What follows belongs to an exercise in optimizing a design on an open flow for small area; a production flow would make more cautious choices. Function was checked by simulation only, so behaviour that the tests miss may differ from the original. Power figures rest on the tool's default switching activity, not on a simulated workload.

==> 07-27 <==
## mips_register_file
module mips_register_file #(
    parameter int DATA_WIDTH = 32,
    parameter int ADDR_WIDTH = 5
) (
    input  logic                  clk,
    input  logic                  rst_n,
    input  logic [ADDR_WIDTH-1:0] rs,
    input  logic [ADDR_WIDTH-1:0] rt,
    input  logic [ADDR_WIDTH-1:0] rd,
    input  logic                  regWrite,
    input  logic [DATA_WIDTH-1:0] writeData,
    output logic [DATA_WIDTH-1:0] readData1,
    output logic [DATA_WIDTH-1:0] readData2
);
    localparam int DEPTH = 2 ** ADDR_WIDTH;
    localparam int NGRP  = (DEPTH - 1) / 3;    
    logic [DATA_WIDTH-1:0] regs [1:DEPTH-1];
    logic [DEPTH-1:1]      valid;
    logic [DEPTH-1:1]      we;
    logic [DEPTH-1:1]      sel1;
    logic [DEPTH-1:1]      sel2;
    logic [7:0] wr_hi_n, rs_hi, rt_hi;
    logic [3:0] wr_lo_n, rs_lo, rt_lo;
    always_comb begin
        for (int h = 0; h < 8; h++) begin
            wr_hi_n[h] = !(regWrite && (rd[4:2] == 3'(h)));
            rs_hi[h]   = (rs[4:2] == 3'(h));
            rt_hi[h]   = (rt[4:2] == 3'(h));
        end
        for (int l = 0; l < 4; l++) begin
            wr_lo_n[l] = !(rd[1:0] == 2'(l));
            rs_lo[l]   = (rs[1:0] == 2'(l));
            rt_lo[l]   = (rt[1:0] == 2'(l));
        end
    end
    for (genvar i = 1; i < DEPTH; i++) begin : g_dec
        rf_nor2 u_we (.a(wr_hi_n[i/4]), .b(wr_lo_n[i%4]), .y(we[i]));
        rf_and3 u_s1 (.a(valid[i]), .b(rs_hi[i/4]), .c(rs_lo[i%4]), .y(sel1[i]));
        rf_and3 u_s2 (.a(valid[i]), .b(rt_hi[i/4]), .c(rt_lo[i%4]), .y(sel2[i]));
    end
    always_ff @(posedge clk or negedge rst_n) begin
        if (!rst_n) begin
            valid <= '0;
        end else begin
            valid <= valid | we;
        end
    end
    always_ff @(posedge clk) begin
        for (int i = 1; i < DEPTH; i++) begin
            if (we[i]) regs[i] <= writeData;
        end
    end
    logic [NGRP:0] n1 [DATA_WIDTH];
    logic [NGRP:0] n2 [DATA_WIDTH];
    for (genvar b = 0; b < DATA_WIDTH; b++) begin : g_bit
        for (genvar g = 0; g < NGRP; g++) begin : g_grp
            rf_aoi222 u_p1 (
                .a0(sel1[3*g+1]), .b0(regs[3*g+1][b]),
                .a1(sel1[3*g+2]), .b1(regs[3*g+2][b]),
                .a2(sel1[3*g+3]), .b2(regs[3*g+3][b]),
                .y (n1[b][g])
            );
  ...
==> module rf_aoi222, before the edit <==
module rf_aoi222 (
    input  logic a0, b0, a1, b1, a2, b2,
    output logic y
);
    assign y = ~((a0 & b0) | (a1 & b1) | (a2 & b2));
endmodule
==> module rf_nor2, before the edit <==
module rf_nor2 (
    input  logic a, b,
    output logic y
);
    assign y = ~(a | b);
endmodule
==> module rf_and3, before the edit <==
module rf_and3 (
    input  logic a, b, c,
    output logic y
);
    assign y = a & b & c;
endmodule
==> module mips_register_file, before the edit <==
module mips_register_file #(
    parameter int DATA_WIDTH = 32,
    parameter int ADDR_WIDTH = 5
) (
    input  logic                  clk,
    input  logic                  rst_n,
    input  logic [ADDR_WIDTH-1:0] rs,
    input  logic [ADDR_WIDTH-1:0] rt,
    input  logic [ADDR_WIDTH-1:0] rd,
    input  logic                  regWrite,
    input  logic [DATA_WIDTH-1:0] writeData,
    output logic [DATA_WIDTH-1:0] readData1,
    output logic [DATA_WIDTH-1:0] readData2
);
    localparam int DEPTH = 2 ** ADDR_WIDTH;
    localparam int NGRP  = (DEPTH - 1) / 3;    
    logic [DATA_WIDTH-1:0] regs [1:DEPTH-1];
    logic [DEPTH-1:1]      valid;
    logic [DEPTH-1:1]      we;
    logic [DEPTH-1:1]      sel1;
    logic [DEPTH-1:1]      sel2;
    logic [7:0] wr_hi_n, rs_hi, rt_hi;
    logic [3:0] wr_lo_n, rs_lo, rt_lo;
    always_comb begin
        for (int h = 0; h < 8; h++) begin
            wr_hi_n[h] = !(regWrite && (rd[4:2] == 3'(h)));
            rs_hi[h]   = (rs[4:2] == 3'(h));
            rt_hi[h]   = (rt[4:2] == 3'(h));
        end
        for (int l = 0; l < 4; l++) begin
            wr_lo_n[l] = !(rd[1:0] == 2'(l));
            rs_lo[l]   = (rs[1:0] == 2'(l));
            rt_lo[l]   = (rt[1:0] == 2'(l));
        end
    end
    for (genvar i = 1; i < DEPTH; i++) begin : g_dec
        rf_nor2 u_we (.a(wr_hi_n[i/4]), .b(wr_lo_n[i%4]), .y(we[i]));
        rf_and3 u_s1 (.a(valid[i]), .b(rs_hi[i/4]), .c(rs_lo[i%4]), .y(sel1[i]));
        rf_and3 u_s2 (.a(valid[i]), .b(rt_hi[i/4]), .c(rt_lo[i%4]), .y(sel2[i]));
    end
    always_ff @(posedge clk or negedge rst_n) begin
        if (!rst_n) begin
            valid <= '0;
        end else begin
            valid <= valid | we;
        end
    end
    always_ff @(posedge clk) begin
        for (int i = 1; i < DEPTH; i++) begin
            if (we[i]) regs[i] <= writeData;
        end
    end
    logic [NGRP:0] n1 [DATA_WIDTH];
    logic [NGRP:0] n2 [DATA_WIDTH];
    for (genvar b = 0; b < DATA_WIDTH; b++) begin : g_bit
        for (genvar g = 0; g < NGRP; g++) begin : g_grp
            rf_aoi222 u_p1 (
                .a0(sel1[3*g+1]), .b0(regs[3*g+1][b]),
                .a1(sel1[3*g+2]), .b1(regs[3*g+2][b]),
                .a2(sel1[3*g+3]), .b2(regs[3*g+3][b]),
                .y (n1[b][g])
            );
            rf_aoi222 u_p2 (
                .a0(sel2[3*g+1]), .b0(regs[3*g+1][b]),
                .a1(sel2[3*g+2]), .b1(regs[3*g+2][b]),
                .a2(sel2[3*g+3]), .b2(regs[3*g+3][b]),
                .y (n2[b][g])
            );
        end
        assign n1[b][NGRP] = ~(sel1[DEPTH-1] & regs[DEPTH-1][b]);
        assign n2[b][NGRP] = ~(sel2[DEPTH-1] & regs[DEPTH-1][b]);
        assign readData1[b] = ~&n1[b];
        assign readData2[b] = ~&n2[b];
    end
endmodule
clock: 8.0 ns
lec_check: 0
cap_margin: 20
core_margin: 2
core_utilization: 40
slew_margin: 20
synth_hierarchical: 1
synth_minimum_keep_size: 0
standard.sh (not shown) runs the stock make flow with config.mk's settings and CLKGATE_MAP_FILE= SYNTH_SCRIPT=/design/flow/synth_recipe.tcl, a recipe that flattens the netlist after the stock synthesis.
==> flow/flow/run.sh <==
#!/bin/bash
# The standard layout, with two changes: port buffers are the smallest buffer cell, and
# clock tree synthesis uses clkbuf_8 buffers, clusters up to 16 sinks within 80 um and
# inserts no dummy loads.
set -euo pipefail
export BUFFER_PORTS_ARGS="-buffer_cell sky130_fd_sc_hd__buf_1"
export CTS_ARGS="-sink_clustering_enable -repair_clock_nets -sink_clustering_size 16 -sink_clustering_max_diameter 80 -buf_list sky130_fd_sc_hd__clkbuf_8 -dont_use_dummy_load"
bash standard.sh finish > standard.log 2>&1
==> 03-12: changes against 07-27 <==
==> flow/design.v (replaced) <==
module mips_register_file #(
    parameter int DATA_WIDTH = 32,
    parameter int ADDR_WIDTH = 5
) (
    input  logic                  clk,
    input  logic                  rst_n,
    input  logic [ADDR_WIDTH-1:0] rs,
    input  logic [ADDR_WIDTH-1:0] rt,
    input  logic [ADDR_WIDTH-1:0] rd,
    input  logic                  regWrite,
    input  logic [DATA_WIDTH-1:0] writeData,
    output logic [DATA_WIDTH-1:0] readData1,
    output logic [DATA_WIDTH-1:0] readData2
);
    localparam int DEPTH = 2 ** ADDR_WIDTH;
    logic [DATA_WIDTH-1:0] regs [DEPTH];
    logic                  wr_en;
    logic [DATA_WIDTH-1:0] stored1;
    logic [DATA_WIDTH-1:0] stored2;
    assign wr_en = regWrite && (rd != '0);
    always_ff @(posedge clk or negedge rst_n) begin
        if (!rst_n) begin
            for (int i = 0; i < DEPTH; i++) begin
                regs[i] <= '0;
            end
        end else if (wr_en) begin
            regs[rd] <= writeData;
        end
    end
    always_comb begin
        stored1 = '0;
        stored2 = '0;
        if (rs != '0) stored1 = regs[rs];
        if (rt != '0) stored2 = regs[rt];
    end
    assign readData1 = stored1;
    assign readData2 = stored2;
endmodule
==> flow/run.sh (new file) <==
#!/bin/bash
# synth_recipe.tcl (not shown) runs the flow's synth.tcl, then flattens the netlist and writes it again
# the make line also repeats each setting of config.mk as NAME=value (left out here)
make -C /OpenROAD-flow-scripts/flow DESIGN_CONFIG=/design/flow/config.mk WORK_HOME=/design/flow/orfs CLKGATE_MAP_FILE= SYNTH_SCRIPT=/design/flow/synth_recipe.tcl finish
Settings changed: CORE_UTILIZATION 40 to 35, SYNTH_HIERARCHICAL 1 to unset, SYNTH_MINIMUM_KEEP_SIZE 0 to unset.
removed: flow/flow/run.sh
removed: flow/standard.sh
==> 12-10: changes against 07-27 <==
==> flow/flow/run.sh (replaced) <==
#!/bin/bash
# The standard layout, with two changes: port buffers are the smallest buffer cell, and
# clock tree synthesis clusters up to 28 sinks within 80 um and inserts no dummy loads.
set -euo pipefail
export BUFFER_PORTS_ARGS="-buffer_cell sky130_fd_sc_hd__buf_1"
export CTS_ARGS="-sink_clustering_enable -repair_clock_nets -sink_clustering_size 28 -sink_clustering_max_diameter 80 -dont_use_dummy_load"
bash standard.sh finish > standard.log 2>&1
==> 01-23: changes against 07-27 <==
--- a/flow/design.v
+++ b/flow/design.v
@@ -4,16 +4,4 @@
 );
     assign y = ~((a0 & b0) | (a1 & b1) | (a2 & b2));
-endmodule
-module rf_nor2 (
-    input  logic a, b,
-    output logic y
-);
-    assign y = ~(a | b);
-endmodule
-module rf_and3 (
-    input  logic a, b, c,
-    output logic y
-);
-    assign y = a & b & c;
 endmodule
 module mips_register_file #(
@@ -38,22 +26,10 @@
     logic [DEPTH-1:1]      sel1;
     logic [DEPTH-1:1]      sel2;
-    logic [7:0] wr_hi_n, rs_hi, rt_hi;
-    logic [3:0] wr_lo_n, rs_lo, rt_lo;
     always_comb begin
-        for (int h = 0; h < 8; h++) begin
-            wr_hi_n[h] = !(regWrite && (rd[4:2] == 3'(h)));
-            rs_hi[h]   = (rs[4:2] == 3'(h));
-            rt_hi[h]   = (rt[4:2] == 3'(h));
+        for (int i = 1; i < DEPTH; i++) begin
+            we[i]   = regWrite && (rd == i[ADDR_WIDTH-1:0]);
+            sel1[i] = valid[i] && (rs == i[ADDR_WIDTH-1:0]);
+            sel2[i] = valid[i] && (rt == i[ADDR_WIDTH-1:0]);
         end
-        for (int l = 0; l < 4; l++) begin
-            wr_lo_n[l] = !(rd[1:0] == 2'(l));
-            rs_lo[l]   = (rs[1:0] == 2'(l));
-            rt_lo[l]   = (rt[1:0] == 2'(l));
-        end
-    end
-    for (genvar i = 1; i < DEPTH; i++) begin : g_dec
-        rf_nor2 u_we (.a(wr_hi_n[i/4]), .b(wr_lo_n[i%4]), .y(we[i]));
-        rf_and3 u_s1 (.a(valid[i]), .b(rs_hi[i/4]), .c(rs_lo[i%4]), .y(sel1[i]));
-        rf_and3 u_s2 (.a(valid[i]), .b(rt_hi[i/4]), .c(rt_lo[i%4]), .y(sel2[i]));
     end
     always_ff @(posedge clk or negedge rst_n) begin
==> flow/flow/run.sh (replaced) <==
#!/bin/bash
# The standard layout, with two changes: port buffers are the smallest buffer cell, and
# clock tree synthesis clusters up to 30 sinks within 50 um and inserts no dummy loads.
set -euo pipefail
export BUFFER_PORTS_ARGS="-buffer_cell sky130_fd_sc_hd__buf_1"
export CTS_ARGS="-sink_clustering_enable -repair_clock_nets -sink_clustering_size 30 -sink_clustering_max_diameter 50 -dont_use_dummy_load"
bash standard.sh finish > standard.log 2>&1
==> key figures <==
Logic synthesis
  – Number of library cell types mapped by synthesis: 68
  – Post-synth ARST share: 1.00

Power
  – Comb pwr: 2.37 mW
  – Maximum resistive drop on vdd: 0.165 mV

Status
  – Outcome: timing/DRC/antenna clean

Layout
  – Commonest non-fill, non-tap cell in the layout: mux2_2

Clocking
  – H-tree depth: 3
  – Clock Sinks: 992
the above is filed under 03-12

==> key figures <==
Layout
  – Commonest non-fill, non-tap cell in the layout: edfxtp_1
  – Most frequent cells in the layout: edfxtp_1, a222oi_1, nand4_1, buf_1, clkbuf_8

Clocking
  – Clock Sinks: 1,023

Status
  – Outcome: timing/DRC/antenna clean

Power
  – Comb pwr: 658 uW
  – Maximum resistive drop on vdd: 0.108 mV

Critical path
  – Worst setup path end: readData2[0]
the above is filed under 07-27

==> key figures <==
Clocking
  – H-tree depth: 2
  – Clock Sinks: 1,023

Logic synthesis
  – Number of library cell types mapped by synthesis: 18
  – Post-synth ARST share: 0.0303

Power
  – Maximum resistive drop on vdd: 0.194 mV

Layout
  – Commonest non-fill, non-tap cell in the layout: edfxtp_1

Status
  – Outcome: timing/DRC/antenna clean
the above is filed under 12-10

==> key figures <==
Power
  – Comb pwr: 686 uW
  – Maximum resistive drop on vdd: 0.145 mV

Status
  – Outcome: timing/DRC/antenna clean

Logic synthesis
  – Post-synth ARST share: 0.0303
the above is filed under 01-23

re-timing with driven ports:
How much do the figures lean on ideal ports? The routed layouts below were timed once more, with nothing changed but the port constraints. Step 1 assumes that a clkbuf_16 drives the clock port and a buf_2 every other input. Step 2 adds t to the input delays and takes it off the output delays; t is the mean of the earliest and latest rising clock arrival at the registers after step 1. Input paths then give back, and output paths get back, about the clock's delay inside the block. a / b / c = no drivers / after step 1 / after step 2; a / b = the first two.
run	shift t [ns]	slack for setup (ns)	worst slew at a driven data input, ns
07-27	0.778	1.887 / 1.852 / 1.852	0.12
03-12	0.825	0.211 / 0.108 / 0.108	0.15
12-10	0.685	1.870 / 1.833 / 1.833	0.12
01-23	0.707	1.699 / 1.672 / 1.672	0.11
After both steps setup and hold are still met in every run listed. For 03-12, which loses most, drivers alone change the setup slack by -0.103 ns; drivers and shift together by -0.103 ns.
